From an optimization exercise on the open Yosys and OpenROAD flow, aimed at small area; shortcuts taken in it are not production practice.
In this exercise RTL edits were held to simulation tests only and were not proved equivalent to the original.
Power figures rest on the tool's default switching activity, not on a simulated workload.

==> flow/design.v <==
module regfile_responder #(
    parameter int DATA_W = 32,
    parameter int ADDR_W = 5
) (
    input  logic              clk,
    input  logic              reset,
    input  logic [ADDR_W-1:0] ReadAddr1,
    input  logic [ADDR_W-1:0] ReadAddr2,
    input  logic [ADDR_W-1:0] WriteAddr,
    input  logic [DATA_W-1:0] WriteData,
    input  logic              RegWrite,
    input  logic              ClearReq,
    output logic [DATA_W-1:0] ReadData1,
    output logic [DATA_W-1:0] ReadData2,
    output logic              ClearBusy,
    output logic              ClearDone,
    output logic              WriteDropped
);
    localparam int NUM_REGS = 2 ** ADDR_W;
    logic              busy;           
    logic [ADDR_W-1:0] ptr;            
    logic [NUM_REGS-1:1] valid;
    logic [DATA_W-1:0] regs [1:NUM_REGS-1];
    logic host_write, wr_en;
    logic [NUM_REGS-1:1] we, clr;
    assign host_write = RegWrite && (WriteAddr != '0);
    assign wr_en      = host_write && !busy;
    assign ClearBusy  = busy;
    always_comb begin
        for (int r = 1; r < NUM_REGS; r++) begin
            we[r]  = wr_en && (WriteAddr == ADDR_W'(r));
            clr[r] = busy && (ptr == ADDR_W'(r));
        end
    end
    always_ff @(posedge clk or negedge reset) begin
        if (!reset) begin
            busy         <= 1'b0;
            ClearDone    <= 1'b0;
            WriteDropped <= 1'b0;
        end else begin
            ClearDone    <= busy && (ptr == '1);
            WriteDropped <= busy && host_write;
            if (busy) begin
                if (ptr == '1) busy <= 1'b0;
            end else if (ClearReq) begin
                busy <= 1'b1;
            end
        end
    end
    always_ff @(posedge clk) begin
        if (busy) ptr <= ptr + ADDR_W'(1);
        else      ptr <= ADDR_W'(1);
    end
    always_ff @(posedge clk or negedge reset) begin
        if (!reset) begin
            valid <= '0;
        end else begin
            for (int r = 1; r < NUM_REGS; r++) begin
                if (we[r])       valid[r] <= 1'b1;
                else if (clr[r]) valid[r] <= 1'b0;
            end
        end
    end
    logic [NUM_REGS-1:1] nwe;
    assign nwe = ~we;
    for (genvar r = 1; r < NUM_REGS; r++) begin : g_row
        logic [DATA_W-1:0] d;
        for (genvar b = 0; b < DATA_W; b++) begin : g_bit
            regfile_ao22 u_hold (.a(we[r]), .b(WriteData[b]), .c(nwe[r]), .d(regs[r][b]), .y(d[b]));
        end
        always_ff @(posedge clk) regs[r] <= d;
    end
    logic byp1, byp2;
    logic [NUM_REGS-1:0] sel1, sel2;
    logic [DATA_W-1:0]   words [0:NUM_REGS-1];
    assign byp1 = wr_en && (WriteAddr == ReadAddr1);
    assign byp2 = wr_en && (WriteAddr == ReadAddr2);
    logic [NUM_REGS-1:1] nvsel, ndec1, ndec2;
    always_comb begin
        sel1[0]  = byp1;
        sel2[0]  = byp2;
        words[0] = WriteData;
        for (int r = 1; r < NUM_REGS; r++) begin
            nvsel[r] = !valid[r] || we[r];
            ndec1[r] = ReadAddr1 != ADDR_W'(r);
            ndec2[r] = ReadAddr2 != ADDR_W'(r);
            words[r] = regs[r];
        end
    end
    for (genvar r = 1; r < NUM_REGS; r++) begin : g_sel
        regfile_nor2 u_sel1 (.a(ndec1[r]), .b(nvsel[r]), .y(sel1[r]));
        regfile_nor2 u_sel2 (.a(ndec2[r]), .b(nvsel[r]), .y(sel2[r]));
    end
    for (genvar b = 0; b < DATA_W; b++) begin : g_bit
        logic [NUM_REGS-1:0] col;
        for (genvar r = 0; r < NUM_REGS; r++) begin : g_col
            assign col[r] = words[r][b];
        end
        regfile_andor32 u_rd1 (.sel(sel1), .d(col), .y(ReadData1[b]));
        regfile_andor32 u_rd2 (.sel(sel2), .d(col), .y(ReadData2[b]));
    end
endmodule
module regfile_andor32 (
    input  logic [31:0] sel,
    input  logic [31:0] d,
    output logic        y
);
    logic [9:0] n;
    logic [2:0] p;
    for (genvar k = 0; k < 10; k++) begin : g_aoi
        regfile_aoi222 u_aoi (.a(sel[3*k +: 3]), .b(d[3*k +: 3]), .y(n[k]));
    end
    regfile_nand4 u_nand0 (.a(n[3:0]), .y(p[0]));
    regfile_nand4 u_nand1 (.a(n[7:4]), .y(p[1]));
    regfile_last  u_last  (.n(n[9:8]), .a(sel[31:30]), .b(d[31:30]), .y(p[2]));
    assign y = |p;
endmodule
module regfile_aoi222 (
    input  logic [2:0] a,
    input  logic [2:0] b,
    output logic       y
);
    assign y = ~|(a & b);
endmodule
module regfile_last (
    input  logic [1:0] n,
    input  logic [1:0] a,
    input  logic [1:0] b,
    output logic       y
);
    assign y = ~(&n & ~|(a & b));
endmodule
module regfile_ao22 (
    input  logic a,
    input  logic b,
    input  logic c,
    input  logic d,
    output logic y
);
    assign y = (a & b) | (c & d);
endmodule
module regfile_nand4 (
    input  logic [3:0] a,
    output logic       y
);
    assign y = ~&a;
endmodule
module regfile_nor2 (
    input  logic a,
    input  logic b,
    output logic y
);
    assign y = ~(a | b);
endmodule
==> flow/flow/run.sh <==
#!/bin/bash
set -euo pipefail
bash standard.sh \
  "CTS_ARGS=-sink_clustering_enable -repair_clock_nets -dont_use_dummy_load -buf_list sky130_fd_sc_hd__clkbuf_16 -sink_clustering_size 25 -sink_clustering_max_diameter 80" \
  "BUFFER_PORTS_ARGS=-buffer_cell sky130_fd_sc_hd__buf_1" \
  finish > standard.log 2>&1
==> flow/standard.sh <==
#!/bin/bash
# synth_recipe.tcl (not shown) runs the flow's synth.tcl, then flattens the netlist and writes it again
# the make line also repeats each setting of config.mk as NAME=value (left out here)
make -C /OpenROAD-flow-scripts/flow DESIGN_CONFIG=/design/flow/config.mk WORK_HOME=/design/flow/orfs CLKGATE_MAP_FILE= SYNTH_SCRIPT=/design/flow/synth_recipe.tcl "${@:-finish}"
==> flow/config.mk <==
export PLATFORM = sky130hd
export DESIGN_NAME = regfile_responder
export DESIGN_NICKNAME = regfile_responder
export VERILOG_FILES = /design/flow/design.v
export SDC_FILE = /design/flow/constraint.sdc
export NUM_CORES = 4
export LEC_CHECK = 0
export CAP_MARGIN = 0
export CORE_MARGIN = 2
export CORE_UTILIZATION = 35
export PLACE_DENSITY = 0.5
export SLEW_MARGIN = 0
export SYNTH_HIERARCHICAL = 1
==> flow/constraint.sdc <==
create_clock -name core_clock -period 7.5 [get_ports {clk}]
set_input_delay 1.5000 -clock core_clock [delete_from_list [all_inputs] [get_ports {clk}]]
set_output_delay 1.5000 -clock core_clock [all_outputs]
set_load 0.01 [all_outputs]
==> results of run 1 <==
-- registers in the layout (all words and copies together), names as in the netlist --
signal        flops
regs            992
valid            31
ptr               5
ClearDone         1
WriteDropped      1
busy              1
-- worst max path at each step --
| stage | start | end | slack [ns] |
|---|---|---|---|
| after detailed placement | WriteAddr[3] | ReadData1[11] | 1.15 |
| after floorplan | ReadAddr2[0] | ReadData2[0] | 1.04 |
| final | WriteAddr[3] | ReadData2[0] | 0.99 |
| after global routing | WriteAddr[2] | ReadData1[28] | 0.96 |
| after global placement | WriteAddr[3] | ReadData1[11] | 1.16 |
| after CTS | WriteAddr[3] | ReadData1[11] | 1.14 |
-- kinds of logic (layout without fill, tap and decap cells) --
group,count (synthesis),count (layout)
adder cells (fa/ha/maj),6,6
AND/OR/NAND/NOR,551,551
flip-flops,1031,1031
buffers and inverters,63,382
other,0,5
XOR/XNOR,12,12
AO/OA/AOI/OAI,1730,1730
-- per-module statistics from Yosys (local to each module, per instance) --
module / cells / cell area (µm²) / copies in the design
regfile_nor2: 1 / 3.754 / 62
regfile_responder: 1379 / 22630 / 1
regfile_nand4: 1 / 6.256 / 128
regfile_aoi222: 1 / 10.01 / 640
regfile_ao22: 1 / 8.758 / 992
regfile_andor32: 1 / 6.256 / 64
regfile_last: 2 / 12.51 / 64
-- area by class of cell --
cell class              instances  area [µm²]
diodes                          5       12.51
multi-input cells            2299       19420
clock buffers                  51        1276
repair buffers                295        1948
fillers                     10813       67320
well taps                    1500        1877
inverters                      36       135.1
flip-flops and latches       1031       20810
-- layout by cell type, fill, tap and decap left out, drive strengths merged --
master / count
nand2b: 5
nor3: 3
nand4b: 3
diode: 5
or3b: 1
buf: 277
nand2: 133
nor2b: 11
clkinv: 1
and3b: 3
or2: 4
xnor2: 7
nand4: 136
dfrtp: 34
a22o: 992
inv: 35
and2: 4
o311ai: 1
o31ai: 2
nand3b: 4
a222oi: 640
nor4b: 2
and3: 3
nand4bb: 2
nand3: 87
and4bb: 3
nor3b: 7
a22oi: 64
xor2: 5
dfxtp: 997
clkbuf: 69
o311a: 1
nor4: 2
o21ai: 30
ha: 6
or3: 65
nor2: 73
-- metal layers --
metal | share of wire [%] | track usage [%]
met1 | 40 | 46.02
met5 | 0.013 | 0.1634
met3 | 14 | 10.47
met4 | 6.2 | 19.24
met2 | 41 | 47.77
-- power by group through the flow --
stage / clock network, mW / registers (mW) / logic, mW
3_5_place_dp: 0 / 6.92 / 1.37
2_1_floorplan: 0 / 6.75 / 0.849
6_report: 3.09 / 6.84 / 1.39
3_3_place_gp: 0 / 6.92 / 1.34
5_1_grt: 3.29 / 6.93 / 1.49
4_1_cts: 3.12 / 6.81 / 1.37
-- worst register-to-register path, cell delays in order (launching register included) --
cell and delay, ns:
dfrtp_1 0.95, nor4b_4 0.17, nand4_1 0.16, buf_4 0.59
clkinv_1 0.77, buf_4 0.51, a22o_1 0.34
==> impl_metrics.tcl, run 1 <==
set metrics [dict create \
    status "no timing/DRC/antenna violations" \
    stdcell_area_um2 45480 \
    max_freq_ghz 0.1537 \
    critPathKind "in -> out" \
    crit-reg2reg-capture "regs[14][13]" \
    setup_viol 0 \
    path_clk_slew_ns 0.10 \
    cts-resized-gates 0 \
    yosysWarnings 11 \
    syn_to_final_growth_pct 13.81 \
    synth_cell_types 40 \
    rsz0062_at_grt "false" \
    switching_power_mw 3.267 \
    dr.pass1.iters 15 \
    drc_errors 0 \
    drive_above_1_share_pct 9.213 \
    ant_nets 0 \
    syn_inst 3393 \
    synth_edf_count 0 \
    synth_fp_nets 3450 \
    drt-initial-drc-count 8334 \
    tightest_slew_ns 1.135 \
    post-place-ws_ns 1.151 \
    cts_root_buffer "clkbuf_16" \
    dpl.hpwl_um 127000 \
    maxCapViolCount 0 \
    max_stage_delay_ns 0.59 \
    synth_simple_gate_area_share_pct 7.329 \
    port_buffers 117 \
    slew_headroom_pct 24.15 \
    critPathArrivalTime_ns 5.01 \
    synth_top_family_by_area "compound AO/OA/AOI/OAI gates" \
    crit_top_cell "buf_1" \
    ctsHtreeMaxLevel 2 \
    wl_um 209300 \
    place_area_um2 44190 \
    worstPathRequired_ns 6.00 \
    finalSetupTns_ns 0 \
    p_comb_share_pct 12.3 \
    ctsHoldBuffers 0 \
    cts_tree "yes" \
    path_buf_inv 3 \
    grt_pass1_wl_um 288200 \
    internal-power_mw 8.060 \
    min_path_type "reg -> reg" \
    worst_hold_slack_ns 0.4528 \
    first_global_vias 36821 \
    die_x_um 341.9 \
    synthArstFlopShare_pct 3.298 \
    yosysTopAreaCell "dfxtp_1" \
    insertion_delay_ns 0.69 \
    p_per_area_nw_per_um2 249.0 \
    core_area_um2 112800 \
    ys_seq_elements 1031 \
    crit_slowest_cell "a222oi_1" \
    syn_area_per_cell_um2 11.78 \
    holdPathStages 1 \
    fp.dieArea_um2 116900 \
    synth_xor_xnor_area_share_pct 0.2630 \
    final_cells 5217 \
    critical_path_depth 10 \
    syn_area_um2 39960 \
    r2r_slack_ns 3.91 \
    final_util_pct 40.32 \
    crit_family "simple AND/OR/NAND/NOR gates" \
    ys_top_cells_by_count "dfxtp_1 (997), a22o_1 (992), a222oi_1 (640)" \
    antenna_found_initial 6 \
    cts_sinks 1031 \
    yosysMostFrequentCell "dfxtp_1" \
    min_period_ns 6.508 \
    min_to "ptr[0]" \
    cts_buffer_depth 3 \
    cp-end-kind "output pin" \
    numCtsBuffers 51 \
    fin_crit_sh_pct 86.78 \
    grt_max_degree 35 \
    p_leak_nw 16.87 \
    rows 123 \
    gp_congestion 0.8991 \
    gr-total-overflow 0 \
    cp_cell_sequence "buf_1, and3b_1, nand2_2, nand2_1, nor2_4, buf_4, a222oi_1, nand4_1, or3_1, buf_1" \
    ios 118 \
    nets 3771 \
    grt_usage_pct 34.04 \
    yosysSeqAreaShare_pct 52.07 \
    timing.final.ws_setup_ns 0.9917 \
    synthAdderAreaFrac_pct 0.1879 \
    dp_cells 5161 \
    vias 39658 \
    finalPower_mw 11.33 \
    maxSlewViolCount 0 \
    synthTopCellsByArea "dfxtp_1 (50%), a22o_1 (22%), a222oi_1 (16%)" \
    synthFlopType "dfxtp_1" \
    start_util_pct 35.43 \
    synthMuxAreaShare_pct 0 \
    startpoint_type "input pin" \
    routedWlPerCell_um 40.13 \
    synth_top_area_share_pct 49.94 \
    clockPowerShare_pct 27.3 \
    routed_via_density 7.602 \
    dieHeight_um 341.9 \
    cp_max_fo 19 \
    hold_viol 0 \
    synth_compound_area_share_pct 39.48 \
    ir_drop_v 0.0001744 \
    skew_ns 0.03369 \
    min_from "ptr[0]" \
    rr_worst_depth 6 \
    r2r_start "busy" \
    seq_power_share_pct 60.4 \
    cts_setup_buffers 0 \
    swShare_pct 28.84 \
]
==> run 2, diff against run 1 <==
--- a/flow/design.v
+++ b/flow/design.v
@@ -63,4 +63,7 @@
     end
-    logic [NUM_REGS-1:1] nwe;
-    assign nwe = ~we;
+    logic [NUM_REGS-1:1] nwe, we_d;
+    for (genvar r = 1; r < NUM_REGS; r++) begin : g_we
+        regfile_inv u_nwe (.a(we[r]), .y(nwe[r]));
+        regfile_inv u_we  (.a(nwe[r]), .y(we_d[r]));
+    end
     for (genvar r = 1; r < NUM_REGS; r++) begin : g_row
@@ -68,3 +71,3 @@
         for (genvar b = 0; b < DATA_W; b++) begin : g_bit
-            regfile_ao22 u_hold (.a(we[r]), .b(WriteData[b]), .c(nwe[r]), .d(regs[r][b]), .y(d[b]));
+            regfile_ao22 u_hold (.a(we_d[r]), .b(WriteData[b]), .c(nwe[r]), .d(regs[r][b]), .y(d[b]));
         end
@@ -77,3 +80,3 @@
     assign byp2 = wr_en && (WriteAddr == ReadAddr2);
-    logic [NUM_REGS-1:1] nvsel, ndec1, ndec2;
+    logic [NUM_REGS-1:1] vsel, dec1, dec2, nsel1, nsel2;
     always_comb begin
@@ -83,5 +86,5 @@
         for (int r = 1; r < NUM_REGS; r++) begin
-            nvsel[r] = !valid[r] || we[r];
-            ndec1[r] = ReadAddr1 != ADDR_W'(r);
-            ndec2[r] = ReadAddr2 != ADDR_W'(r);
+            vsel[r]  = valid[r] && !we[r];
+            dec1[r]  = ReadAddr1 == ADDR_W'(r);
+            dec2[r]  = ReadAddr2 == ADDR_W'(r);
             words[r] = regs[r];
@@ -90,4 +93,6 @@
     for (genvar r = 1; r < NUM_REGS; r++) begin : g_sel
-        regfile_nor2 u_sel1 (.a(ndec1[r]), .b(nvsel[r]), .y(sel1[r]));
-        regfile_nor2 u_sel2 (.a(ndec2[r]), .b(nvsel[r]), .y(sel2[r]));
+        regfile_nand2 u_nsel1 (.a(dec1[r]), .b(vsel[r]), .y(nsel1[r]));
+        regfile_nand2 u_nsel2 (.a(dec2[r]), .b(vsel[r]), .y(nsel2[r]));
+        regfile_inv   u_sel1  (.a(nsel1[r]), .y(sel1[r]));
+        regfile_inv   u_sel2  (.a(nsel2[r]), .y(sel2[r]));
     end
@@ -147,3 +152,3 @@
 endmodule
-module regfile_nor2 (
+module regfile_nand2 (
     input  logic a,
@@ -152,3 +157,9 @@
 );
-    assign y = ~(a | b);
+    assign y = ~(a & b);
 endmodule
+module regfile_inv (
+    input  logic a,
+    output logic y
+);
+    assign y = ~a;
+endmodule
==> run 2 against run 1 <==
Effect of this change: still clean; sequential share of layout area grew 0.10 points; worst hold slack worse by 0.00072 ns; wire length shrank 1.3%; sequential power hardly changed; critical endpoint is now ReadData2[4]; largest power group unchanged.
==> impl_metrics.tcl, run 2 <==
set metrics [dict create \
    status "no timing/DRC/antenna violations" \
    final_cells 5342 \
    worstPathRequired_ns 6.00 \
    yosysWarnings 11 \
    gp_congestion 0.9838 \
    cts_tree "yes" \
    ir_drop_v 0.0001510 \
    routedWlPerCell_um 38.70 \
    yosysSeqAreaShare_pct 51.46 \
    hold_viol 0 \
    ios 118 \
    slew_headroom_pct 10.08 \
    min_path_type "reg -> reg" \
    fin_crit_sh_pct 93.67 \
    ctsHoldBuffers 0 \
    start_util_pct 35.32 \
    synthTopCellsByArea "dfxtp_1 (49%), a22o_1 (21%), a222oi_1 (16%)" \
    drc_errors 0 \
    place_area_um2 44030 \
    first_global_vias 36473 \
    syn_to_final_growth_pct 12.22 \
    ant_nets 0 \
    r2r_start "busy" \
    ys_seq_elements 1031 \
    rows 124 \
    maxSlewViolCount 0 \
    critPathArrivalTime_ns 5.53 \
    antenna_found_initial 30 \
    gr-total-overflow 0 \
    dieHeight_um 343.9 \
    max_freq_ghz 0.1423 \
    r2r_slack_ns 4.19 \
    synth_fp_nets 3556 \
    cts_root_buffer "clkbuf_16" \
    fp.dieArea_um2 118300 \
    skew_ns 0.05513 \
    critPathKind "in -> out" \
    grt_max_degree 35 \
    cp_max_fo 25 \
    min_period_ns 7.025 \
    synth_cell_types 47 \
    insertion_delay_ns 0.71 \
    yosysMostFrequentCell "dfxtp_1" \
    core_area_um2 114500 \
    cts_setup_buffers 0 \
    top_register "regs" \
    crit_slowest_cell "or3_1" \
    ctsHtreeMaxLevel 2 \
    synthFlopType "dfxtp_1" \
    dp_cells 5280 \
    cts_buffer_depth 3 \
    top_regs "regs (992), valid (31), ptr (5)" \
    cp-end-kind "output pin" \
    routed_via_density 7.438 \
    cp_cell_sequence "buf_1, buf_4, nor3b_2, nand4b_1, and2_1, nand2_1, inv_1, buf_4, a222oi_1, nand4_1, or3_1, buf_1" \
    synth_top_area_share_pct 49.35 \
    min_from "ptr[0]" \
    synthArstFlopShare_pct 3.298 \
    yosysTopAreaCell "dfxtp_1" \
    p_per_area_nw_per_um2 249.7 \
    syn_inst 3499 \
    tightest_slew_ns 1.349 \
    syn_area_um2 40440 \
    wl_um 206700 \
    drt-initial-drc-count 8344 \
    grt_usage_pct 33.35 \
    finalSetupTns_ns 0 \
    final_common_cell "dfxtp_1" \
    stdcell_area_um2 45380 \
    layout_common_cells "dfxtp_1 (997), a22o_1 (992), a222oi_1 (640)" \
    setup_viol 0 \
    rsz0062_at_grt "false" \
    die_x_um 343.9 \
    syn_area_per_cell_um2 11.56 \
    synth_edf_count 0 \
    ys_top_cells_by_count "dfxtp_1 (997), a22o_1 (992), a222oi_1 (640)" \
    holdPathStages 1 \
    p_leak_nw 17.47 \
    min_to "ptr[0]" \
    cts-resized-gates 0 \
    startpoint_type "input pin" \
    crit-reg2reg-capture "regs[16][7]" \
    drive_above_1_share_pct 7.223 \
    cts_sinks 1031 \
    vias 39732 \
    dpl.hpwl_um 130900 \
    path_clk_slew_ns 0.07 \
    largest_register_ffs 992 \
    rr_worst_depth 9 \
    timing.final.ws_setup_ns 0.4749 \
    post-place-ws_ns 0.6456 \
    port_buffers 117 \
    dr.pass1.iters 12 \
    grt_pass1_wl_um 286000 \
    numCtsBuffers 53 \
    nets 3880 \
    max_stage_delay_ns 0.63 \
    maxCapViolCount 0 \
]
[run 2: cell type report]
type	count	area, µm²
multi-input combinational	2301	18980
inverter	140	525.5
sequential	1031	20810
tap	1512	1892
clock buffer	53	1326
timing repair buffer	296	1824
antenna	9	22.52
fill	11155	69120
[run 2: where the power goes]
part | leakage [nW] | switching (mW) | internal [mW]
sequential | 8.52 | 0.598 | 6.22
clock | 0.653 | 1.89 | 1.26
combinational | 8.30 | 0.736 | 0.624
[run 2: cells by family after synthesis]
| family | Yosys count | synth area share (%) |
|---|---|---|
| adders and majority gates | 6 | 0.1856 |
| buffers and inverters | 167 | 1.630 |
| AOI/OAI and AO/OA | 1763 | 39.49 |
| and+or+nand+nor | 520 | 6.980 |
| xor gates and xnor gates | 12 | 0.2599 |
| DFF | 1031 | 51.46 |
[run 2: routing by layer]
metal | up-vias | global-route usage [%] | wire (µm)
met3 | 561 | 9.072 | 25930
met4 | 20 | 16.87 | 12060
met2 | 3026 | 49.57 | 87440
li1 | 16289 | - | -
met5 | - | 0 | 125
met1 | 19836 | 44.35 | 81160
[run 2: Yosys stat by module (local to each module, per instance)]
module,cells,copies in the design
regfile_responder,1361,1
regfile_last,2,64
regfile_aoi222,1,640
regfile_ao22,1,992
regfile_andor32,1,64
regfile_nand4,1,128
regfile_inv,1,124
regfile_nand2,1,62
[run 2: through the flow]
stage          power (mW)  util (%)  hold slack, ns
3_3_place_gp        8.216     38.46          0.4251
4_1_cts             11.30     39.62          0.4515
5_1_grt             11.72     39.62          0.4721
6_report            11.33     39.64          0.4520
2_1_floorplan       7.597         -          0.4035
3_5_place_dp        8.231     38.46          0.4328
[run 2: how the worst max path moves through the flow]
stage	start	end	slack, ns	cells past startpoint
final	RegWrite	ReadData2[4]	0.47	12
after global routing	WriteAddr[4]	ReadData1[15]	0.38	11
after CTS	WriteAddr[4]	ReadData1[30]	0.64	11
after detailed placement	WriteAddr[4]	ReadData1[30]	0.65	11
after global placement	WriteAddr[4]	ReadData1[30]	0.68	11
after floorplan	ReadAddr2[4]	ReadData2[0]	1.01	7
[run 2: worst max-delay path, delay by kind of cell]
kind,cells,cell delay (ns)
AOI/OAI and AO/OA,1,0.33
and+or+nand+nor,6,2.01
buffers and inverters,5,1.66
==> run 3, diff against run 2 <==
--- a/flow/design.v
+++ b/flow/design.v
@@ -24,3 +24,2 @@
     logic host_write, wr_en;
-    logic [NUM_REGS-1:1] we, clr;
     assign host_write = RegWrite && (WriteAddr != '0);
@@ -28,7 +27,15 @@
     assign ClearBusy  = busy;
-    always_comb begin
-        for (int r = 1; r < NUM_REGS; r++) begin
-            we[r]  = wr_en && (WriteAddr == ADDR_W'(r));
-            clr[r] = busy && (ptr == ADDR_W'(r));
-        end
+    logic [3:0] wlo, plo, r1lo, r2lo;
+    logic [7:0] whi, phi, r1hi, r2hi;
+    for (genvar j = 0; j < 4; j++) begin : g_lo
+        assign wlo[j]  = WriteAddr[1:0] == 2'(j);
+        assign plo[j]  = ptr[1:0] == 2'(j);
+        assign r1lo[j] = ReadAddr1[1:0] == 2'(j);
+        assign r2lo[j] = ReadAddr2[1:0] == 2'(j);
+    end
+    for (genvar k = 0; k < 8; k++) begin : g_hi
+        assign whi[k]  = RegWrite && !busy && (WriteAddr[4:2] == 3'(k));
+        assign phi[k]  = busy && (ptr[4:2] == 3'(k));
+        assign r1hi[k] = ReadAddr1[4:2] == 3'(k);
+        assign r2hi[k] = ReadAddr2[4:2] == 3'(k);
     end
@@ -53,16 +60,13 @@
     end
+    logic [NUM_REGS-1:1] nwe, we_d, nclr, nkeep, valid_d;
+    for (genvar r = 1; r < NUM_REGS; r++) begin : g_we
+        regfile_nand2 u_nwe   (.a(wlo[r % 4]), .b(whi[r / 4]), .y(nwe[r]));
+        regfile_inv   u_we    (.a(nwe[r]), .y(we_d[r]));
+        regfile_nand2 u_nclr  (.a(plo[r % 4]), .b(phi[r / 4]), .y(nclr[r]));
+        regfile_nand2 u_nkeep (.a(valid[r]), .b(nclr[r]), .y(nkeep[r]));
+        regfile_nand2 u_vnext (.a(nwe[r]), .b(nkeep[r]), .y(valid_d[r]));
+    end
     always_ff @(posedge clk or negedge reset) begin
-        if (!reset) begin
-            valid <= '0;
-        end else begin
-            for (int r = 1; r < NUM_REGS; r++) begin
-                if (we[r])       valid[r] <= 1'b1;
-                else if (clr[r]) valid[r] <= 1'b0;
-            end
-        end
-    end
-    logic [NUM_REGS-1:1] nwe, we_d;
-    for (genvar r = 1; r < NUM_REGS; r++) begin : g_we
-        regfile_inv u_nwe (.a(we[r]), .y(nwe[r]));
-        regfile_inv u_we  (.a(nwe[r]), .y(we_d[r]));
+        if (!reset) valid <= '0;
+        else        valid <= valid_d;
     end
@@ -80,3 +84,3 @@
     assign byp2 = wr_en && (WriteAddr == ReadAddr2);
-    logic [NUM_REGS-1:1] vsel, dec1, dec2, nsel1, nsel2;
+    logic [NUM_REGS-1:1] nsel1, nsel2;
     always_comb begin
@@ -86,5 +90,2 @@
         for (int r = 1; r < NUM_REGS; r++) begin
-            vsel[r]  = valid[r] && !we[r];
-            dec1[r]  = ReadAddr1 == ADDR_W'(r);
-            dec2[r]  = ReadAddr2 == ADDR_W'(r);
             words[r] = regs[r];
@@ -93,4 +94,4 @@
     for (genvar r = 1; r < NUM_REGS; r++) begin : g_sel
-        regfile_nand2 u_nsel1 (.a(dec1[r]), .b(vsel[r]), .y(nsel1[r]));
-        regfile_nand2 u_nsel2 (.a(dec2[r]), .b(vsel[r]), .y(nsel2[r]));
+        regfile_nand4 u_nsel1 (.a({r1lo[r % 4], r1hi[r / 4], valid[r], nwe[r]}), .y(nsel1[r]));
+        regfile_nand4 u_nsel2 (.a({r2lo[r % 4], r2hi[r / 4], valid[r], nwe[r]}), .y(nsel2[r]));
         regfile_inv   u_sel1  (.a(nsel1[r]), .y(sel1[r]));
==> run 3 against run 2 <==
Effect of this change: still clean on timing, DRC and antenna; sequential power decreased by 6.0%; combinational power is 27% lower; final area decreased by 1.6%; first-iteration DRC count increased by 4.8%; non-clock buffer count shrank 19; worst setup slack better by 0.047 ns; clock skew is 0.030 ns higher; register-to-register slack got worse by 0.35 ns; utilization about the same; sequential share of layout area grew 0.75 points; largest cell class unchanged; largest power group unchanged.
==> impl_metrics.tcl, run 3 <==
set metrics [dict create \
    status "no timing/DRC/antenna violations" \
    top_register "regs" \
    nets 3741 \
    cp-endpoint "ReadData2[5]" \
    numCtsBuffers 51 \
    crit-reg2reg-capture "regs[19][0]" \
    maxSlewViolCount 0 \
    skew_ns 0.08494 \
    cp_max_fo 22 \
    min_path_type "reg -> reg" \
    top_regs "regs (992), valid (31), ptr (5)" \
    crit_slowest_cell "a222oi_1" \
    cts_buffer_depth 3 \
    max_stage_delay_ns 1.14 \
    core_area_um2 112700 \
    yosysMostFrequentCell "dfxtp_1" \
    cp-startpoint "RegWrite" \
    syn_to_final_growth_pct 12.32 \
    r2r_slack_ns 3.84 \
    holdPathStages 1 \
    setup_viol 0 \
    path_buf_inv 4 \
    yosysSeqAreaShare_pct 52.34 \
    min_period_ns 6.978 \
    ir_drop_v 0.0001724 \
    dr.pass1.iters 14 \
    synth_cell_types 28 \
    antenna_found_initial 11 \
    ctsHtreeMaxLevel 2 \
    rr_worst_depth 8 \
    gp_congestion 0.9030 \
    critPathArrivalTime_ns 5.48 \
    rows 123 \
    cts_root_buffer "clkbuf_16" \
    finalPower_mw 10.48 \
    grt_usage_pct 33.13 \
    path_clk_slew_ns 0.08 \
    p_per_area_nw_per_um2 234.7 \
    max_freq_ghz 0.1433 \
    rsz0062_at_grt "false" \
    syn_area_um2 39760 \
    cts_setup_buffers 0 \
    final_cells 5193 \
    maxCapViolCount 0 \
    hold_viol 0 \
    finalSetupTns_ns 0 \
    start_util_pct 35.29 \
    cp-end-kind "output pin" \
    fp.dieArea_um2 116300 \
    ant_nets 0 \
    routed_via_density 7.544 \
    synthFlopType "dfxtp_1" \
    synthArstFlopShare_pct 3.298 \
    syn_area_per_cell_um2 11.82 \
    startpoint_type "input pin" \
    p_leak_nw 16.96 \
    die_x_um 341.0 \
    ctsHoldBuffers 0 \
    wl_um 204000 \
    port_buffers 117 \
    ios 118 \
    routedWlPerCell_um 39.28 \
    synth_top_area_share_pct 50.20 \
    crit_family "simple AND/OR/NAND/NOR gates" \
    yosysWarnings 11 \
    final_common_cell "dfxtp_1" \
    stdcell_area_um2 44660 \
    tightest_slew_ns 1.178 \
    grt_pass1_wl_um 281500 \
    r2r_start "busy" \
    cts_sinks 1031 \
    synth_edf_count 0 \
    dieHeight_um 341.0 \
    gr-total-overflow 0 \
    ys_seq_elements 1031 \
    synth_fp_nets 3421 \
    place_area_um2 43360 \
    syn_inst 3365 \
    layout_common_cells "dfxtp_1 (997), a22o_1 (992), a222oi_1 (640)" \
    cts_tree "yes" \
    slew_headroom_pct 21.39 \
    dpl.hpwl_um 123800 \
    largest_register_ffs 992 \
    vias 39178 \
    drive_above_1_share_pct 7.467 \
    dp_cells 5132 \
    yosysTopAreaCell "dfxtp_1" \
    ys_top_cells_by_count "dfxtp_1 (997), a22o_1 (992), a222oi_1 (640)" \
    fin_crit_sh_pct 93.04 \
    cts-resized-gates 0 \
    worstPathRequired_ns 6.00 \
    critPathKind "in -> out" \
    worst_hold_slack_ns 0.4489 \
    grt_max_degree 36 \
    drt-initial-drc-count 8743 \
    synthTopCellsByArea "dfxtp_1 (50%), a22o_1 (22%), a222oi_1 (16%)" \
    first_global_vias 36209 \
    drc_errors 0 \
    critical_path_depth 12 \
    cp_cell_sequence "buf_1, nor2b_1, nand2b_1, nor2_1, nand2_2, buf_4, nand4_1, inv_1, a222oi_1, nand4_1, or3_1, buf_1" \
    insertion_delay_ns 0.71 \
]
[run 3: cell types whose count changed in the layout (fill, tap and decap cells not counted), sizes merged, moves of 11 or more]
cell and change:
inv -47, nand4 +61, nor3 -16, o21ai -48, nor2 -55, buf -15
o21a -11, nand2 +44, nand3b -13
[run 3: routing by layer]
layer	global-route usage [%]	share of wire [%]	vias up
met1	44.99	39	19544
met2	48.05	42	3187
met3	8.144	13	499
li1	-	-	15944
met5	0	0.014	-
met4	18.20	6.0	4
[run 3: stage by stage]
step / worst slack [ns] / utilization [%]
floorplan: 1.105 / -
global placement: 0.7196 / 38.49
detailed placement: 0.7299 / 38.49
CTS: 0.7063 / 39.62
global route: 0.4681 / 39.64
finish: 0.5220 / 39.64
[run 3: how the worst min path moves through the flow]
| stage | end | start | slack [ns] |
|---|---|---|---|
| CTS | ptr[0] | ptr[0] | 0.45 |
| global route | ptr[0] | ptr[0] | 0.46 |
| finish | ptr[0] | ptr[0] | 0.45 |
| floorplan | ptr[0] | ptr[0] | 0.40 |
| detailed placement | ptr[0] | ptr[0] | 0.43 |
| global placement | ptr[0] | ptr[0] | 0.42 |
[run 3: cell type report]
type / count / area (µm²)
repair buffers: 277 / 1677
diodes: 10 / 25.02
well taps: 1500 / 1877
fillers: 10933 / 68000
clock buffers: 51 / 1276
multi-input cells: 2228 / 18630
inverters: 96 / 360.3
flip-flops and latches: 1031 / 20810
[run 3: cells by family after synthesis]
logic type,share of synthesized area [%]
xor gates and xnor gates,0.2643
DFF,52.34
adders and majority gates,0.1574
muxes,0.02518
and+or+nand+nor,7.018
buffers and inverters,1.020
AOI/OAI and AO/OA,39.17
[run 3: report_power, final]
part,total [mW],switching [mW],internal (mW)
registers,6.41,0.422,5.98
logic,0.988,0.580,0.408
clock network,3.09,1.87,1.21
total,10.5,2.88,7.61
[run 3: Yosys stat by module (local to each module, per instance)]
module             cells inside  flops+latches  cell area [µm²]  times used
regfile_responder          1134           1031            21460           1
regfile_last                  2              0            12.51          64
regfile_inv                   1              0            3.754          93
regfile_nand2                 1              0            3.754         124
regfile_andor32               1              0            6.256          64
regfile_nand4                 1              0            6.256         190
regfile_aoi222                1              0            10.01         640
regfile_ao22                  1              0            8.758         992
==> run 4, diff against run 3 <==
--- a/flow/flow/run.sh
+++ b/flow/flow/run.sh
@@ -5,2 +5,3 @@
   "BUFFER_PORTS_ARGS=-buffer_cell sky130_fd_sc_hd__buf_1" \
+  "POST_GLOBAL_PLACE_TCL=$PWD/flow/post_gp.tcl" \
   finish > standard.log 2>&1
==> flow/flow/post_gp.tcl (new file) <==
# After global placement: on nets with 20 or more pins, drop the buffers that placement's
# electrical repair put in and drive the net from a stronger inverter or port buffer instead.
# The later repair_design and repair_timing steps fix anything still out of limits.
estimate_parasitics -placement
set block [ord::get_db_block]
set bufs {}
foreach inst [$block getInsts] {
  if {![string match "place*" [$inst getName]]} continue
  if {![string match "*__buf_*" [[$inst getMaster] getName]]} continue
  lappend bufs [get_cells [$inst getName]]
}
puts "post_gp: removing [llength $bufs] buffers"
if {[llength $bufs] > 0} { remove_buffers $bufs }
set cnt 0
foreach inst [$block getInsts] {
  set m [[$inst getMaster] getName]
  set new ""
  switch -glob $m {
    *__inv_1 {set new sky130_fd_sc_hd__inv_4}
    *__buf_1 {set new sky130_fd_sc_hd__buf_4}
  }
  if {$new == ""} continue
  foreach it [$inst getITerms] {
    if {![$it isOutputSignal]} continue
    set net [$it getNet]
    if {$net == "NULL"} continue
    if {[llength [$net getITerms]] < 20} continue
    replace_cell [get_cells [$inst getName]] $new
    incr cnt
  }
}
puts "post_gp: upsized $cnt drivers"
estimate_parasitics -placement
==> run 4 against run 3 <==
Effect of this change: combinational power down 18%; global-route usage decreased by 0.58 points; now fails the layout checks on capacitance limit, slew limit, setup timing; highest routed layer is now met4; critical endpoint is now ReadData2[14]; sequential cell count is the same; largest power group unchanged; clock power is essentially flat; largest cell class unchanged.
==> impl_metrics.tcl, run 4 <==
set metrics [dict create \
    routed_via_density 7.795 \
    p_comb_share_pct 7.9 \
    numCtsBuffers 51 \
    cp_cell_sequence "nor2b_1, nand2b_1, nor3_2, nand2_2, nand4_1, inv_4, a222oi_1, nand4_1, or3_1" \
    worstPathRequired_ns 6.00 \
    r2r_start "busy" \
    maxSlewViolCount 19 \
    die_x_um 341.0 \
    cp-endpoint "ReadData2[14]" \
    rr_worst_depth 6 \
    max_stage_delay_ns 0.90 \
    ios 118 \
    crit-reg2reg-capture "regs[21][9]" \
    top_regs "regs (992), valid (31), ptr (5)" \
    cp-startpoint "RegWrite" \
    yosysTopAreaCell "dfxtp_1" \
    startpoint_type "input pin" \
    dr.pass1.iters 11 \
    final_cells 4922 \
    seq_power_share_pct 62.2 \
    finalPower_mw 10.30 \
    maxCapViolCount 1 \
    p_per_area_nw_per_um2 237.7 \
    path_clk_slew_ns 0.07 \
    syn_area_um2 39760 \
    drc_errors 0 \
    cts_tree "yes" \
    core_area_um2 112700 \
    nets 3473 \
    critPathArrivalTime_ns 6.01 \
    r2r_slack_ns 3.43 \
    min_from "ptr[0]" \
    internal-power_mw 7.578 \
    dpl.hpwl_um 112700 \
    ctsHtreeMaxLevel 2 \
    timing.final.ws_setup_ns -0.008019 \
    yosysMostFrequentCell "dfxtp_1" \
    switching_power_mw 2.725 \
    max_freq_ghz 0.1332 \
    swShare_pct 26.45 \
    cp-end-kind "output pin" \
    cts_root_buffer "clkbuf_16" \
    first_global_vias 35521 \
    critPathKind "in -> out" \
    min_period_ns 7.508 \
    cp_max_fo 36 \
    synth_edf_count 0 \
    ant_nets 0 \
    ir_drop_v 0.0001666 \
    violations "capacitance limit, slew limit, setup timing" \
    status "finished with violations" \
    final_common_cell "dfxtp_1" \
    slew_headroom_pct -5.439 \
    rows 123 \
    drt-initial-drc-count 9016 \
    top_register "regs" \
    synthTopCellsByArea "dfxtp_1 (50%), a22o_1 (22%), a222oi_1 (16%)" \
    drive_above_1_share_pct 5.476 \
    synthArstFlopShare_pct 3.298 \
    syn_area_per_cell_um2 11.82 \
    crit_top_cell "nand4_1" \
    insertion_delay_ns 0.70 \
    port_buffers 117 \
    largest_register_ffs 992 \
    fin_crit_sh_pct 100.1 \
    ys_top_cells_by_count "dfxtp_1 (997), a22o_1 (992), a222oi_1 (640)" \
    dieHeight_um 341.0 \
    ys_seq_elements 1031 \
    synth_cell_types 28 \
    yosysSeqAreaShare_pct 52.34 \
    crit_family "simple AND/OR/NAND/NOR gates" \
    cts_sinks 1031 \
    clockPowerShare_pct 29.9 \
    tightest_slew_ns 1.578 \
    syn_inst 3365 \
    grt_max_degree 37 \
    routedWlPerCell_um 40.81 \
    hold_viol 0 \
    vias 38368 \
    synth_fp_nets 3421 \
    start_util_pct 35.29 \
    min_path_type "reg -> reg" \
    synthFlopType "dfxtp_1" \
    crit_slowest_cell "nand2_2" \
    cts_setup_buffers 0 \
    layout_common_cells "dfxtp_1 (997), a22o_1 (992), a222oi_1 (640)" \
    yosysWarnings 11 \
    path_buf_inv 1 \
    cts_buffer_depth 3 \
    dp_cells 4862 \
    setup_viol 2 \
    grt_usage_pct 32.55 \
    syn_to_final_growth_pct 9.022 \
    skew_ns 0.05003 \
    fp.dieArea_um2 116300 \
    grt_pass1_wl_um 278200 \
    critical_path_depth 9 \
    p_leak_nw 15.82 \
    gr-total-overflow 0 \
    antenna_found_initial 7 \
    n_fill_cell 10866 \
    rsz0062_at_grt "false" \
    wl_um 200900 \
    synth_top_area_share_pct 50.20 \
]
run 4: cell counts after synthesis:
No cell type changed its count.
run 4: per-layer routing:
layer | wire length (µm) | part of all wire [%] | vias to the layer above | global-route usage [%]
li1 | - | - | 15442 | -
met1 | 78380 | 39 | 19241 | 43.26
met2 | 84330 | 42 | 3197 | 47.90
met3 | 26540 | 13 | 488 | 9.514
met4 | 11600 | 5.8 | 0 | 16.37
met5 | 0 | 0 | - | 0
run 4: worst min-delay path by stage:
| stage | depth (start not counted) | to | slack, ns |
|---|---|---|---|
| 5_1_grt | 0 | valid[12] | 0.46 |
| 4_1_cts | 0 | valid[29] | 0.45 |
| 3_3_place_gp | 1 | ptr[0] | 0.42 |
| 2_1_floorplan | 1 | ptr[0] | 0.40 |
| 6_report | 1 | ptr[0] | 0.45 |
| 3_5_place_dp | 1 | ptr[0] | 0.43 |
run 4: timing repair:
| item | CTS | global route |
|---|---|---|
| hold buffers | 0 | 0 |
| setup endpoints to repair | 3 | 26 |
| gates resized for setup | 1 | 3 |
| pin swaps | 0 | 3 |
| gates cloned | 0 | 1 |
run 4: metrics by stage:
step	utilization [%]	instance area [µm²]	hold WS, ns	TNS, ns	setup slack [ns]
2_1_floorplan	-	39760	0.4035	0	1.105
3_3_place_gp	38.49	43360	0.4229	0	0.7196
3_5_place_dp	37.29	42010	0.4346	-0.1196	-0.05577
4_1_cts	38.43	43290	0.4502	0	0.05695
5_1_grt	38.47	43340	0.4556	0	0.1065
6_report	38.48	43350	0.4527	-0.008842	-0.008019
run 4: logic make-up (layout without fill, tap and decap cells):
logic type,Yosys count,count (layout),share of synthesized area [%]
fa+ha+maj,5,5,0.1574
mux,1,1,0.02518
compound gates,1696,1696,39.17
buf+inv,106,155,1.020
simple gates,514,515,7.018
xor+xnor,12,12,0.2643
other cells,0,7,0
flops,1031,1031,52.34
run 4: power groups by stage:
stage	logic, mW	clock network, mW	registers (mW)
final	0.814	3.08	6.41
after global routing	0.871	3.29	6.47
after CTS	0.790	3.12	6.39
after detailed placement	0.791	0	6.50
after global placement	0.945	0	6.50
after floorplan	0.593	0	6.38
run 4: Yosys stat by module (local to each module, per instance):
module | cells | cell area [µm²]
regfile_nand2 | 1 | 3.754
regfile_responder | 1134 | 21460
regfile_last | 2 | 12.51
regfile_aoi222 | 1 | 10.01
regfile_ao22 | 1 | 8.758
regfile_andor32 | 1 | 6.256
regfile_nand4 | 1 | 6.256
regfile_inv | 1 | 3.754
run 4: cell type report:
cell class | count | area, µm² | area share, %
antenna | 7 | 17.52 | 0.04041
clock buffer | 51 | 1276 | 2.944
inverter | 96 | 574.3 | 1.325
multi-input combinational | 2229 | 18670 | 43.08
sequential | 1031 | 20810 | 48.01
tap | 1500 | 1877 | 4.330
timing repair buffer | 8 | 118.9 | 0.2742
==> run 5, diff against run 4 <==
--- a/flow/flow/post_gp.tcl
+++ b/flow/flow/post_gp.tcl
@@ -18,3 +18,3 @@
   switch -glob $m {
-    *__inv_1 {set new sky130_fd_sc_hd__inv_4}
+    *__inv_1 {set new sky130_fd_sc_hd__inv_6}
     *__buf_1 {set new sky130_fd_sc_hd__buf_4}
--- a/flow/config.mk
+++ b/flow/config.mk
@@ -7,3 +7,3 @@
 export LEC_CHECK = 0
-export CAP_MARGIN = 0
+export CAP_MARGIN = 25
 export CORE_MARGIN = 2
@@ -11,3 +11,3 @@
 export PLACE_DENSITY = 0.5
-export SLEW_MARGIN = 0
+export SLEW_MARGIN = 25
 export SYNTH_HIERARCHICAL = 1
==> run 5 against run 4 <==
Effect of this change: the run now finishes clean; via count grew 0.20%; worst hold slack gained 0.0034 ns; sequential cell count unchanged; utilization up 0.49 points; sequential share of layout area shrank 0.61 points; sequential power hardly changed; critical endpoint is now ReadData1[2].
==> impl_metrics.tcl, run 5 <==
set metrics [dict create \
    routedWlPerCell_um 40.56 \
    hold_viol 0 \
    syn_area_per_cell_um2 11.82 \
    port_buffers 117 \
    ctsHoldBuffers 0 \
    syn_inst 3365 \
    start_util_pct 35.29 \
    dp_cells 4874 \
    slew_headroom_pct 24.12 \
    finalSetupTns_ns 0 \
    dr.pass1.iters 13 \
    yosysSeqAreaShare_pct 52.34 \
    finalPower_mw 10.32 \
    cp-startpoint "RegWrite" \
    synth_cell_types 28 \
    yosysMostFrequentCell "dfxtp_1" \
    dieHeight_um 341.0 \
    skew_ns 0.05552 \
    routed_via_density 7.795 \
    ios 118 \
    path_clk_slew_ns 0.08 \
    min_path_type "reg -> reg" \
    place_area_um2 42590 \
    insertion_delay_ns 0.70 \
    fin_crit_sh_pct 95.17 \
    synthTopCellsByArea "dfxtp_1 (50%), a22o_1 (22%), a222oi_1 (16%)" \
    startpoint_type "input pin" \
    setup_viol 0 \
    largest_register_ffs 992 \
    gr-total-overflow 0 \
    core_area_um2 112700 \
    maxSlewViolCount 0 \
    max_stage_delay_ns 0.74 \
    synthFlopType "dfxtp_1" \
    grt_max_degree 37 \
    grt_pass1_wl_um 277200 \
    min_period_ns 7.138 \
    cts-resized-gates 0 \
    critPathArrivalTime_ns 5.64 \
    multi_input_comb_area_um2 18810 \
    crit_slowest_cell "nor3_1" \
    synthArstFlopShare_pct 3.298 \
    worst_hold_slack_ns 0.4561 \
    drive_above_1_share_pct 5.927 \
    rsz0062_at_grt "false" \
    timing.final.ws_setup_ns 0.3624 \
    ctsHtreeMaxLevel 2 \
    crit_top_cell "nand4_1" \
    layout_common_cells "dfxtp_1 (997), a22o_1 (992), a222oi_1 (640)" \
    numCtsBuffers 51 \
    nets 3483 \
    syn_area_um2 39760 \
    grt_usage_pct 32.49 \
    status "no timing/DRC/antenna violations" \
    max_freq_ghz 0.1401 \
    fp.dieArea_um2 116300 \
    cts_root_buffer "clkbuf_16" \
    p_leak_nw 16.17 \
    final_util_pct 38.97 \
    min_from "ptr[0]" \
    cts_setup_buffers 0 \
    top_regs "regs (992), valid (31), ptr (5)" \
    wl_um 200000 \
    antenna_found_initial 15 \
    seq_area_um2 20810 \
    cp-end-kind "output pin" \
    die_x_um 341.0 \
    tightest_slew_ns 1.138 \
    r2r_slack_ns 3.78 \
    cts_buffer_depth 3 \
    critPathKind "in -> out" \
    ant_nets 0 \
    syn_to_final_growth_pct 10.42 \
    cts_sinks 1031 \
    p_per_area_nw_per_um2 235.1 \
    maxCapViolCount 0 \
    drc_errors 0 \
    vias 38443 \
    final_common_cell "dfxtp_1" \
    first_global_vias 35518 \
    drt-initial-drc-count 8939 \
    final_cells 4932 \
    ir_drop_v 0.0001734 \
    yosysTopAreaCell "dfxtp_1" \
    n_fill_cell 10827 \
    synth_top_area_share_pct 50.20 \
    ys_seq_elements 1031 \
    synth_fp_nets 3421 \
    rows 123 \
    top_register "regs" \
    worstPathRequired_ns 6.00 \
    dpl.hpwl_um 115400 \
    cp_max_fo 36 \
    cts_tree "yes" \
    r2r_start "busy" \
    cp_cell_sequence "nor2b_1, nand2b_1, nor3_1, nand2_4, nand4_1, inv_6, a222oi_1, nand4_1, or3_1" \
    yosysWarnings 11 \
    post-place-ws_ns 0.1833 \
    synth_edf_count 0 \
    ys_top_cells_by_count "dfxtp_1 (997), a22o_1 (992), a222oi_1 (640)" \
    stdcell_area_um2 43900 \
]
run 5: report_power, final:
part | internal, mW | switching [mW]
clock | 1.22 | 1.87
combinational | 0.387 | 0.438
sequential | 5.98 | 0.426
run 5: path summary, 6_finish.rpt:
check	to	cells after the start
max	ReadData1[2]	9
min	ptr[0]	1
max reg2reg	regs[12][27]	6
min reg2reg	ptr[0]	1
max in group asynchronous	valid[14]	0
min in group asynchronous	valid[31]	0
run 5: modules after synthesis, one instance, submodules excluded, a selection:
module	copies in the design	cell area, µm²	flip-flops and latches	cells inside
regfile_aoi222	640	10.01	0	1
regfile_ao22	992	8.758	0	1
regfile_nand4	190	6.256	0	1
regfile_inv	93	3.754	0	1
regfile_andor32	64	6.256	0	1
regfile_last	64	12.51	0	2
run 5: cell type report:
type / instances / share of cell area (%)
sequential: 1031 / 47.40
multi-input combinational: 2228 / 42.85
tap: 1500 / 4.275
clock buffer: 51 / 2.907
inverter: 96 / 1.770
timing repair buffer: 19 / 0.7581
antenna: 7 / 0.03990
run 5: kinds of logic (layout without fill, tap and decap cells):
| logic type | after synthesis | in the layout | synth area share, % |
|---|---|---|---|
| DFF | 1031 | 1031 | 52.34 |
| AOI/OAI and AO/OA | 1696 | 1696 | 39.17 |
| xor gates and xnor gates | 12 | 12 | 0.2643 |
| and+or+nand+nor | 514 | 514 | 7.018 |
| buffers and inverters | 106 | 166 | 1.020 |
| muxes | 1 | 1 | 0.02518 |
| adders and majority gates | 5 | 5 | 0.1574 |
| other | 0 | 7 | 0 |
run 5: routing by layer:
layer	GRT usage [%]	part of all wire [%]
met1	44.04	39
met2	47.12	42
met3	7.904	13
met4	18.25	6.4
met5	0	0.023
run 5: critical path, delay by kind of cell:
| kind | cells | cell delay (ns) |
|---|---|---|
| simple gates | 7 | 3.49 |
| buf+inv | 1 | 0.23 |
| compound gates | 1 | 0.38 |

## static timing again, ports no longer ideal
In the flow no input, the clock included, has a driving cell. The finished layouts below were timed again as built, in two steps.
Step 1, drivers: a clkbuf_16 drives clk and a buf_2 each remaining input, both assumed.
Step 2 also shifts input and output timing later by t, the mid clock arrival at the registers, as if the neighbouring blocks saw the same clock.
Slacks: no drivers / after step 1 / after step 2; pairs: no drivers / after step 1.
| run | shift t [ns] | setup slack, ns | slew at the worst register clock pin (ns) | worst data-port slew with drivers (ns) |
|---|---|---|---|---|
| run 1 | 0.758 | 0.992 / 0.960 / 0.960 | 0.11 / 0.11 | 0.07 |
| run 2 | 0.759 | 0.475 / 0.318 / 0.318 | 0.11 / 0.11 | 0.18 |
| run 3 | 0.742 | 0.522 / 0.488 / 0.488 | 0.11 / 0.11 | 0.16 |
| run 4 | 0.744 | -0.008 / -0.051 / -0.051 | 0.11 / 0.11 | 0.95 |
| run 5 | 0.738 | 0.362 / 0.318 / 0.318 | 0.11 / 0.11 | 0.92 |
For run 2, which loses most, drivers alone change the setup slack by -0.157 ns; drivers and shift together by -0.157 ns.
